This is an optimization exercise on Yosys and OpenROAD, whose aim is small area and a short achievable clock period, not a production implementation. The RTL of this run was laid out without a check of its function. No activity file was given, so power comes from the tool's default toggle rates.

`run.sh`:
```
#!/bin/bash
# synth_recipe.tcl (not shown) runs the flow's synth.tcl, then flattens the netlist and writes it again
# the make line also repeats each setting of config.mk as NAME=value (left out here)
make -C /OpenROAD-flow-scripts/flow DESIGN_CONFIG=/design/flow/config.mk WORK_HOME=/design/flow/orfs CLKGATE_MAP_FILE= SYNTH_SCRIPT=/design/flow/synth_recipe.tcl finish
```
`config.mk`:
```
export PLATFORM = sky130hd
export DESIGN_NAME = qu_front_end
export DESIGN_NICKNAME = qu_front_end
export VERILOG_FILES = /design/flow/design.v
export SDC_FILE = /design/flow/constraint.sdc
export NUM_CORES = 4
export LEC_CHECK = 0
export CAP_MARGIN = 20
export CORE_MARGIN = 2
export CORE_UTILIZATION = 40
export SETUP_SLACK_MARGIN = 2.5
export SLEW_MARGIN = 20
```
`constraint.sdc`:
```
create_clock -name core_clock -period 5.0 [get_ports {clk}]
set_input_delay 1.0000 -clock core_clock [delete_from_list [all_inputs] [get_ports {clk}]]
set_output_delay 1.0000 -clock core_clock [all_outputs]
set_load 0.01 [all_outputs]
```
`design.v`:
```
package qu_pkg;
    localparam int instr_w = 32;
    localparam int pc_w = 32;
    localparam int arch_regs = 32;
    localparam int num_pregs = 48;
    localparam int preg_w = $clog2(num_pregs);
    localparam logic [6:0] opc_op = 7'b0110011;
    localparam logic [6:0] opc_op_imm = 7'b0010011;
    localparam logic [6:0] opc_lui = 7'b0110111;
    localparam logic [6:0] funct7_base = 7'b0000000;
    localparam logic [6:0] funct7_alt = 7'b0100000;
    localparam logic [1:0] kind_none = 2'b00;
    localparam logic [1:0] kind_op = 2'b01;
    localparam logic [1:0] kind_opi = 2'b10;
    localparam logic [1:0] kind_lui = 2'b11;
    localparam int rs_entry_w = 174;
endpackage
module qu_front_end (
    input  logic                          clk,
    input  logic                          rst_n,
    input  logic                          redirect,
    input  logic [qu_pkg::pc_w-1:0]       redirect_pc,
    output logic [qu_pkg::pc_w-1:0]       imem_addr,
    input  logic [qu_pkg::instr_w-1:0]    imem_data,
    output logic [qu_pkg::preg_w-1:0]     rf_rd1_addr,
    output logic [qu_pkg::preg_w-1:0]     rf_rd2_addr,
    input  logic [qu_pkg::instr_w-1:0]    rf_rd1_data,
    input  logic [qu_pkg::instr_w-1:0]    rf_rd2_data,
    input  logic                          wb_valid,
    input  logic [qu_pkg::preg_w-1:0]     wb_preg,
    input  logic                          free_valid,
    input  logic [qu_pkg::preg_w-1:0]     free_preg,
    input  logic                          rs_credit,
    output logic                          rs_valid,
    output logic [qu_pkg::rs_entry_w-1:0] rs_entry
);
    localparam int np = qu_pkg::num_pregs;
    logic [31:0] pc;
    logic [6:0]  fd_opc;
    logic [2:0]  fd_f3;
    logic        fd_base;
    logic        fd_alt;
    logic        fd_op;
    logic        fd_opi;
    logic        fd_lui;
    logic [1:0]  fd_kind;
    assign imem_addr = pc;
    assign fd_opc = imem_data[6:0];
    assign fd_f3 = imem_data[14:12];
    assign fd_base = (imem_data[31:25] == qu_pkg::funct7_base);
    assign fd_alt = (imem_data[31:25] == qu_pkg::funct7_alt);
    assign fd_op = (fd_opc == qu_pkg::opc_op)
                   && (fd_base || (fd_alt && (fd_f3 == 3'b000 || fd_f3 == 3'b101)));
    assign fd_opi = (fd_opc == qu_pkg::opc_op_imm)
                    && ((fd_f3 == 3'b001) ? fd_base : (fd_f3 == 3'b101) ? (fd_base || fd_alt) : 1'b1);
    assign fd_lui = (fd_opc == qu_pkg::opc_lui);
    assign fd_kind = (imem_data[11:7] == 5'd0) ? qu_pkg::kind_none
                   : {fd_opi || fd_lui, fd_op || fd_lui};
    logic [3:0]  f_v;
    logic [1:0]  f_rp;
    logic [26:0] f_mem [4];
    logic [26:0] f_head;
    logic        f_full;
    logic        f_empty;
    logic        f_push;
    logic        f_pop;
    logic        f_proper;
    logic        f_borrow;
    logic [31:0] f_head_pc;
    assign f_full = &f_v;
    assign f_empty = ~|f_v;
    assign f_push = !f_full && !redirect;
    assign f_head = f_mem[f_rp];
    assign f_proper = |f_head[26:25];
    assign f_borrow = f_full || (f_rp > pc[3:2]);
    assign f_head_pc = {pc[31:4] - 28'(f_borrow), f_rp, pc[1:0]};
    always_ff @(posedge clk) begin
        if (f_push) begin
            f_mem[pc[3:2]] <= {fd_kind, imem_data[31:7]};
        end
    end
    logic [2:0]  d_cnt;
    logic [1:0]  d_wp;
    logic [1:0]  d_rp;
    logic [41:0] d_mem [4];
    logic [41:0] d_rest;
    logic [16:0] h_f;
    logic [16:0] b_f [3];
    logic [2:0]  b_wp;
    logic [2:0]  b_rp;
    logic [16:0] b_head;
    logic [16:0] d_in_f;
    logic [41:0] d_in_rest;
    logic        d_full;
    logic        d_empty;
    logic        d_push;
    logic        d_many;
    logic        d_one;
    assign d_full = (d_cnt == 3'd4);
    assign d_empty = (d_cnt == 3'd0);
    assign d_one = (d_cnt == 3'd1);
    assign d_many = !d_empty && !d_one;
    assign d_rest = d_mem[d_rp];
    assign b_head = ({17{b_rp[0]}} & b_f[0]) | ({17{b_rp[1]}} & b_f[1]) | ({17{b_rp[2]}} & b_f[2]);
    assign d_in_f = {f_head[26:25], f_head[17:8], f_head[4:0]};
    assign d_in_rest = {f_head_pc, f_head[24:18], f_head[7:5]};
    assign f_pop = !f_empty && (!d_full || !f_proper);
    assign d_push = !f_empty && !d_full && f_proper;
    always_ff @(posedge clk or negedge rst_n) begin
        if (!rst_n) begin
            pc <= '0;
            f_v <= '0;
            f_rp <= '0;
        end else if (redirect) begin
            pc <= redirect_pc;
            f_v <= '0;
            f_rp <= redirect_pc[3:2];
        end else begin
            if (f_push) begin
                pc <= pc + 32'd4;
                f_v[pc[3:2]] <= 1'b1;
            end
            if (f_pop) begin
                f_v[f_rp] <= 1'b0;
                f_rp <= f_rp + 2'd1;
            end
        end
    end
    always_ff @(posedge clk) begin
        if (d_push) begin
            d_mem[d_wp] <= d_in_rest;
        end
    end
    logic h_load;
    logic h_from_b;
    logic b_push;
    logic b_pop;
    assign h_from_b = take && d_many;
    assign h_load = take || d_empty;
    assign b_push = d_push && !d_empty && !(take && d_one);
    assign b_pop = h_from_b;
    always_ff @(posedge clk) begin
        if (h_load) begin
            h_f <= d_many ? b_head : d_in_f;
        end
        for (int i = 0; i < 3; i++) begin
            if (d_push && b_wp[i]) begin
                b_f[i] <= d_in_f;
            end
        end
    end
    logic [1:0]  h_kind;
    logic [4:0]  h_rd;
    logic [4:0]  h_rs1;
    logic [4:0]  h_rs2;
    logic [5:0]  rat [1:31];
    logic [np-1:0] free_map;
    logic [np-1:1] busy;
    logic [5:0]  alloc;
    logic        any_free;
    logic        take;
    logic        drain;
    logic [5:0]  old_p;
    logic [5:0]  src1_p;
    logic [5:0]  src2_p;
    logic        cred_nz;
    assign h_kind = h_f[16:15];
    assign h_rs2 = h_f[14:10];
    assign h_rs1 = h_f[9:5];
    assign h_rd = h_f[4:0];
    logic [np-1:0] free_below;
    logic [np-1:0] lowest;
    always_comb begin
        free_below[0] = 1'b0;
        for (int i = 1; i < np; i++) begin
            free_below[i] = |(free_map & ((np'(1) << i) - np'(1)));
        end
        lowest = free_map & ~free_below;
        alloc = '0;
        for (int i = 0; i < np; i++) begin
            alloc = alloc | ({6{lowest[i]}} & 6'(i));
        end
    end
    logic [5:0] rat_full [32];
    always_comb begin
        rat_full[0] = 6'd0;
        for (int i = 1; i < 32; i++) begin
            rat_full[i] = rat[i];
        end
    end
    assign old_p = rat_full[h_rd];
    assign src1_p = (h_kind == qu_pkg::kind_lui) ? 6'd0 : rat_full[h_rs1];
    assign src2_p = (h_kind == qu_pkg::kind_op) ? rat_full[h_rs2] : 6'd0;
    assign any_free = |free_map;
    logic        m_v;
    logic [58:0] m_op;
    logic [5:0]  m_rd_p;
    logic [5:0]  m_old_p;
    logic [5:0]  m_src1_p;
    logic [5:0]  m_src2_p;
    logic        m_acc;
    logic want;
    assign m_acc = !m_v || cred_nz;
    assign want = !d_empty && m_acc;
    assign take = want && any_free;
    always_ff @(posedge clk or negedge rst_n) begin
        if (!rst_n) begin
            d_cnt <= '0;
            d_wp <= '0;
            d_rp <= '0;
            b_wp <= 3'b001;
            b_rp <= 3'b001;
            m_v <= 1'b0;
        end else begin
            d_cnt <= d_cnt + 3'(d_push) - 3'(take);
            if (d_push) begin
                d_wp <= d_wp + 2'd1;
            end
            if (take) begin
                d_rp <= d_rp + 2'd1;
            end
            if (b_push) begin
                b_wp <= {b_wp[1:0], b_wp[2]};
            end
            if (b_pop) begin
                b_rp <= {b_rp[1:0], b_rp[2]};
            end
            if (m_acc) begin
                m_v <= take;
            end
        end
    end
    always_ff @(posedge clk or negedge rst_n) begin
        if (!rst_n) begin
            for (int i = 1; i < 32; i++) begin
                rat[i] <= 6'(i);
            end
        end else if (take) begin
            for (int i = 1; i < 32; i++) begin
                if (h_rd == 5'(i)) begin
                    rat[i] <= alloc;
                end
            end
        end
    end
    always_ff @(posedge clk or negedge rst_n) begin
        if (!rst_n) begin
            for (int i = 0; i < np; i++) begin
                free_map[i] <= (i >= qu_pkg::arch_regs);
            end
        end else begin
            for (int i = 0; i < np; i++) begin
                if (want && lowest[i]) begin
                    free_map[i] <= 1'b0;
                end
                if (free_valid && free_preg == 6'(i)) begin
                    free_map[i] <= 1'b1;
                end
            end
        end
    end
    always_ff @(posedge clk or negedge rst_n) begin
        if (!rst_n) begin
            busy <= '0;
        end else begin
            for (int i = 1; i < np; i++) begin
                if (wb_valid && wb_preg == 6'(i)) begin
                    busy[i] <= 1'b0;
                end
                if (want && lowest[i]) begin
                    busy[i] <= 1'b1;
                end
            end
        end
    end
    always_ff @(posedge clk) begin
        if (m_acc) begin
            m_op <= {d_rest[41:10], h_f[16:15], d_rest[9:3], h_f[14:5], d_rest[2:0], h_f[4:0]};
            m_rd_p <= alloc;
            m_old_p <= old_p;
            m_src1_p <= src1_p;
            m_src2_p <= src2_p;
        end
    end
    logic [2:0]  credits;
    logic        busy1;
    logic        busy2;
    logic        rdy1;
    logic        rdy2;
    logic [np-1:0] busy_all;
    logic [2:0]  credits_nx;
    assign credits_nx = credits - 3'(drain) + 3'(rs_credit);
    assign busy_all = {busy, 1'b0};
    assign rf_rd1_addr = m_src1_p;
    assign rf_rd2_addr = m_src2_p;
    assign drain = m_v && cred_nz;
    assign busy1 = busy_all[m_src1_p];
    assign busy2 = busy_all[m_src2_p];
    assign rdy1 = !busy1 || (wb_valid && wb_preg == m_src1_p);
    assign rdy2 = !busy2 || (wb_valid && wb_preg == m_src2_p);
    always_ff @(posedge clk or negedge rst_n) begin
        if (!rst_n) begin
            credits <= 3'd6;
            cred_nz <= 1'b1;
            rs_valid <= 1'b0;
        end else begin
            credits <= credits_nx;
            cred_nz <= (credits_nx != 3'd0);
            rs_valid <= drain;
        end
    end
    logic [58:0] r_op;
    logic [5:0]  r_rd_p;
    logic [5:0]  r_old_p;
    logic [5:0]  r_src1_p;
    logic [5:0]  r_src2_p;
    logic        r_rdy1;
    logic        r_rdy2;
    logic [31:0] r_val1;
    logic [31:0] r_val2;
    always_ff @(posedge clk) begin
        r_op <= m_op;
        r_rd_p <= m_rd_p;
        r_old_p <= m_old_p;
        r_src1_p <= m_src1_p;
        r_src2_p <= m_src2_p;
        r_rdy1 <= rdy1;
        r_rdy2 <= rdy2;
        r_val1 <= rdy1 ? rf_rd1_data : 32'd0;
        r_val2 <= rdy2 ? rf_rd2_data : 32'd0;
    end
    logic [1:0]  o_kind;
    logic [31:7] o_ins;
    logic        o_lui;
    logic        o_op;
    logic [2:0]  o_f3;
    logic        o_alt;
    logic [3:0]  o_alu;
    assign o_kind = r_op[26:25];
    assign o_ins = r_op[24:0];
    assign o_lui = (o_kind == qu_pkg::kind_lui);
    assign o_op = (o_kind == qu_pkg::kind_op);
    assign o_f3 = o_ins[14:12];
    assign o_alt = o_ins[30] && (o_op || o_f3 == 3'b101);
    always_comb begin
        case (o_f3)
            3'b000: o_alu = o_alt ? 4'd1 : 4'd0;
            3'b001: o_alu = 4'd2;
            3'b010: o_alu = 4'd3;
            3'b011: o_alu = 4'd4;
            3'b100: o_alu = 4'd5;
            3'b101: o_alu = o_alt ? 4'd7 : 4'd6;
            3'b110: o_alu = 4'd8;
            default: o_alu = 4'd9;
        endcase
        if (o_lui) begin
            o_alu = 4'd10;
        end
    end
    assign rs_entry = {
        r_op[58:27],
        o_alu,
        o_ins[11:7],
        o_lui ? 5'd0 : o_ins[19:15],
        o_op ? o_ins[24:20] : 5'd0,
        !o_op,
        o_lui ? {o_ins[31:12], 12'd0} : {{20{o_ins[31]}}, o_ins[31:20]},
        r_rd_p,
        r_old_p,
        r_src1_p,
        r_src2_p,
        r_rdy1,
        r_val1,
        r_rdy2,
        r_val2
    };
endmodule
```
==> notes.md <==
-- flip-flops by register name (all words and copies together) (netlist names), 32 cells and up --
name,cells
rat,186
b_f,51
pc,32
busy,47
r_val2,32
f_mem,108
r_op,59
free_map,48
m_op,59
d_mem,168
r_val1,32
-- critical path: cells and delay by family, from the launching register on --
| kind | cells | cell delay, ps |
|---|---|---|
| compound gates | 1 | 290 |
| simple gates | 4 | 1370 |
| flops | 1 | 450 |
| buf+inv | 7 | 890 |
-- path summary, 6_finish.rpt --
path	from	cells past startpoint	endpoint	slack, ps
worst min register to register	m_op[23]	0	r_op[23]	340
worst max-delay path	free_map[11]	12	m_rd_p[2]	1870
min in group core_clock	m_op[23]	0	r_op[23]	340
worst min-delay path	rst_n	1	rat[3][4]	320
worst max register to register	free_map[11]	12	m_rd_p[2]	1870
max in group asynchronous	rst_n	2	pc[21]	3640
-- cells in the final DEF (no fill, tap or decap), types with 37 or more instances in the layout --
cell / synthesis / final
sky130_fd_sc_hd__a22o_1: 48 / 48
sky130_fd_sc_hd__nand4_1: 42 / 42
sky130_fd_sc_hd__clkdlybuf4s50_1: 0 / 142
sky130_fd_sc_hd__mux4_2: 93 / 93
sky130_fd_sc_hd__a22oi_1: 199 / 189
sky130_fd_sc_hd__clkbuf_16: 0 / 104
sky130_fd_sc_hd__buf_6: 5 / 86
sky130_fd_sc_hd__and2_1: 69 / 44
sky130_fd_sc_hd__dfstp_2: 101 / 101
sky130_fd_sc_hd__dfrtp_2: 0 / 43
sky130_fd_sc_hd__o21ai_4: 0 / 37
sky130_fd_sc_hd__nand2_1: 315 / 292
sky130_fd_sc_hd__nand3_1: 53 / 48
sky130_fd_sc_hd__nor3_1: 93 / 64
sky130_fd_sc_hd__o21ai_1: 10 / 81
sky130_fd_sc_hd__buf_4: 10 / 236
sky130_fd_sc_hd__dlygate4sd2_1: 0 / 157
sky130_fd_sc_hd__o21ai_0: 191 / 88
sky130_fd_sc_hd__a21oi_1: 142 / 54
sky130_fd_sc_hd__dfxtp_1: 149 / 140
sky130_fd_sc_hd__dfrtp_1: 237 / 192
sky130_fd_sc_hd__nor2_1: 265 / 204
sky130_fd_sc_hd__inv_1: 49 / 40
sky130_fd_sc_hd__nor2b_1: 48 / 43
sky130_fd_sc_hd__edfxtp_1: 427 / 427
sky130_fd_sc_hd__buf_2: 10 / 38
sky130_fd_sc_hd__a21oi_2: 0 / 87
-- what timing repair did --
action | CTS | global route
setup endpoints to repair | 931 | 645
buffers inserted | 190 | 82
gates cloned | 26 | 5
pin swaps | 108 | 126
resized for setup | 832 | 265
-- Yosys cell counts (10+ instances only) --
cell type and number:
sky130_fd_sc_hd__edfxtp_1 427, sky130_fd_sc_hd__nand2_1 315, sky130_fd_sc_hd__nor2_1 265, sky130_fd_sc_hd__dfrtp_1 237
sky130_fd_sc_hd__a22oi_1 199, sky130_fd_sc_hd__o21ai_0 191, sky130_fd_sc_hd__dfxtp_1 149, sky130_fd_sc_hd__a21oi_1 142
sky130_fd_sc_hd__clkbuf_1 141, sky130_fd_sc_hd__dfstp_2 101, sky130_fd_sc_hd__mux4_2 93, sky130_fd_sc_hd__nor3_1 93
sky130_fd_sc_hd__and2_1 69, sky130_fd_sc_hd__nand3_1 53, sky130_fd_sc_hd__inv_1 49, sky130_fd_sc_hd__a22o_1 48
sky130_fd_sc_hd__nor2b_1 48, sky130_fd_sc_hd__nand4_1 42, sky130_fd_sc_hd__xor2_1 37, sky130_fd_sc_hd__xnor2_1 36
sky130_fd_sc_hd__a21boi_0 31, sky130_fd_sc_hd__nor4_1 30, sky130_fd_sc_hd__a222oi_1 26, sky130_fd_sc_hd__a32oi_1 24
sky130_fd_sc_hd__nand2b_1 24, sky130_fd_sc_hd__ha_1 21, sky130_fd_sc_hd__mux2i_1 21, sky130_fd_sc_hd__o21ai_2 21
sky130_fd_sc_hd__a21o_1 20, sky130_fd_sc_hd__nand3b_1 20, sky130_fd_sc_hd__or4_1 16, sky130_fd_sc_hd__and3_1 15
sky130_fd_sc_hd__a32o_1 14, sky130_fd_sc_hd__a31oi_1 13, sky130_fd_sc_hd__buf_1 13, sky130_fd_sc_hd__or3_1 13
sky130_fd_sc_hd__mux2_2 12, sky130_fd_sc_hd__nor3b_1 11, sky130_fd_sc_hd__o22ai_1 11, sky130_fd_sc_hd__buf_2 10
sky130_fd_sc_hd__buf_4 10, sky130_fd_sc_hd__o21ai_1 10
-- layout make-up --
class                   instances  area (µm²)  area share, %
diodes                          1        2.50        0.00472
flip-flops and latches        914       24500           46.2
clock buffers                 154        2920           5.50
well taps                    1276        1600           3.01
clock inverters                28         283          0.533
repair buffers                717        6790           12.8
inverters                      49         189          0.356
multi-input cells            2096       16800           31.6
-- per-layer routing --
layer | wire length (µm) | global-route usage (%)
met1 | 67300 | 43.8
met5 | 12 | 0
met3 | 15500 | 7.34
met2 | 70100 | 46.8
met4 | 6570 | 11.2
-- power by group through the flow --
| stage | Clock (mW) | Combinational [mW] | Sequential (mW) |
|---|---|---|---|
| after floorplan | 0 | 6.31 | 12.0 |
| after global placement | 0 | 10.4 | 13.4 |
| after detailed placement | 0 | 10.4 | 13.3 |
| after CTS | 7.33 | 12.4 | 13.0 |
| after global routing | 7.64 | 14.4 | 13.3 |
| final | 7.21 | 13.7 | 13.1 |
-- cells by family (layout without fill, tap and decap cells) --
family                   after synthesis  count (layout)  share of synthesized area [%]
adder cells (fa/ha/maj)               23              23                          0.772
flip-flops                           914             914                           62.2
buffers and inverters                228             948                           2.41
AO/OA/AOI/OAI                        799             801                           13.7
other                                  0               1                              0
XOR/XNOR                              73              73                           1.63
multiplexers                         126             126                           6.22
AND/OR/NAND/NOR                     1055            1073                           13.1
==> run_results.csv <==
group,metric,value,unit
run_status,outcome,"finished clean",
placed_design,gp_congestion,1.04,
clock_network,cts_hold_buf,0,
floorplan,floorplan.rows,114,
clock_network,cts.reportedPaths.clkPinSlew,60,ps
power,combinationalPowerShare,40.2,%
sta,final_period_minus_worst_setup_slack,3130,ps
clock_network,clock_sinks,914,
placed_design,dpl-instance-area,45100,µm²
final_layout,filler_cell_count,8313,
synth,synthFlopType,"sky130_fd_sc_hd__edfxtp_1",
synth,synth-edff-count,427,
final_layout,fin_area,53000,µm²
power,power_switching,13.6,mW
clock_network,clock_tree_root,"sky130_fd_sc_hd__clkbuf_16",
synth,syn_inst,3218,
critical_path,critical_path.cell_chain,"nor4_4, nand4_1, or4_4, buf_6, buf_6, buf_8, buf_16, o211ai_1, nor4_4, buf_4, buf_12, inv_1",
critical_path,end_kind,"flip-flop",
floorplan,floorplan.initialDensity,40.4,%
critical_path,worst_path_largest_cell_delay,610,ps
placed_design,dp.final_hpwl,107,mm
global_routing,maximum_number_of_pins_on_one_net_before_global_route_repair,84,
sta,max_freq,320,MHz
critical_path,worstPathMaxFanout,8,
final_layout,design.final.nets,4043,
final_layout,post_layout_nonfiller_instances,5235,
power,power.sequential.fraction,38.6,%
sta,final_min_period_over_clock_period,62.6,%
synth,synthDominantCellAreaShare,32.7,%
sta,worst_slack,1870,ps
sta,tns,0,ps
synth,synth-async-reset-ratio,37.0,%
sta,maxSlewHeadroom,19.6,%
synth,yosys-top-cells-area,"sky130_fd_sc_hd__edfxtp_1 (33%), sky130_fd_sc_hd__dfrtp_1 (15%), sky130_fd_sc_hd__dfxtp_1 (7.6%)",
clock_network,insertion_delay,700,ps
final_layout,final_layout_size_suffix_gt1_share,32.7,%
power,vdd_drop_max,0.729,mV
detailed_routing,detailedRoute.firstPassIterationCount,6,
power,sw_frac_of_total,40.1,%
floorplan,die_x,317,µm
synth,number_of_different_library_cells_in_the_post_synthesis_netlist,76,
sta,final-hold-violation-count,0,
synth,post_synthesis_cell_area,39200,µm²
power,power.internal,20.4,mW
floorplan,die_area,101000,µm²
floorplan,die_h,317,µm
detailed_routing,drtIter0Drc,3773,
synth,syn-mean-instance-area,12.2,µm²
sta,setup_repair_after_global_routing_missed_its_margin,"yes",
sta,hold_ws,318,ps
power,power_per_cell_area,641,nW/µm²
synth,synth.largest_area_cell,"sky130_fd_sc_hd__edfxtp_1",
global_routing,grt_antenna_before_repair,2,
flow_run,max_cap_violations,0,
critical_path,worst-endpoint-arrival,3680,ps
power,power.clock.fraction,21.2,%
sta,worst_pin_slew,1200,ps
synth,yosys_warnings,4,
synth,synth.net_count,3387,
power,static-leakage-power,20.1,nW
detailed_routing,route.vias.total,31400,
global_routing,grt_first_pass_wirelength,224,mm
power,totalPowerFinal,34.0,mW
sta,timing.final.max_slew_violations,0,
clock_network,tritoncts,"yes",
critical_path,critical_path_data_required_time,5550,ps
placed_design,dpl_worst_slack,1370,ps
global_routing,grt-ovfl-total,0,
hold_path,timing.hold.worst.class,"in -> async",
placed_design,port_buffers,364,
detailed_routing,antenna_left,0,
synth,ys_seq_elements,914,
critical_path,cp_slowest_cell,"sky130_fd_sc_hd__or4_4",
floorplan,core_region_area,97000,µm²
detailed_routing,post_drt_via_cell_ratio,6.00,
detailed_routing,post_drt_wl_per_cell,30.5,µm
detailed_routing,routed_wl,159,mm
synth,synth.yosys.seq_area_share,62.2,%
clock_network,htree_num_levels,3,
final_layout,final_core_utilization,54.7,%
clock_network,clock_path_buffers,3,
clock_network,cts_made_buffers,96,
critical_path,startpoint_type,"flip-flop",
critical_path,timing.setup.critical_path_class,"reg -> reg",
sta,report.final.setup_viol,0,
global_routing,grt_usage,31.0,%
placed_design,placedCellCount,4749,
detailed_routing,drc,0,
floorplan,top_level_pins,365,
final_layout,layout_stage_area_growth_over_the_synthesis_result,35.2,%
sta,finalClockSkew,33.5,ps
global_routing,first_global_vias,30264,

[what the ideal ports hide]
In the flow no input, the clock included, has a driving cell. The finished layout below was timed again as built, in two steps.
Step 1 sets driving cells, clkbuf_16 on the clock port and buf_2 on the other inputs (assumed; they add their load-dependent delay and slew).
Step 2 also shifts input and output timing later by t, the mid clock arrival at the registers, as if the neighbouring blocks saw the same clock.
Slacks: no drivers / after step 1 / after step 2; pairs: no drivers / after step 1.
shift t [ns]: 0.749
setup WS [ns]: 1.872 / 1.872 / 1.833
worst slew at a driven data input, ns: 0.08
After both steps setup and hold are still met in this run. The setup slack of this run moves by 0.000 ns with the drivers and by -0.039 ns with both steps.
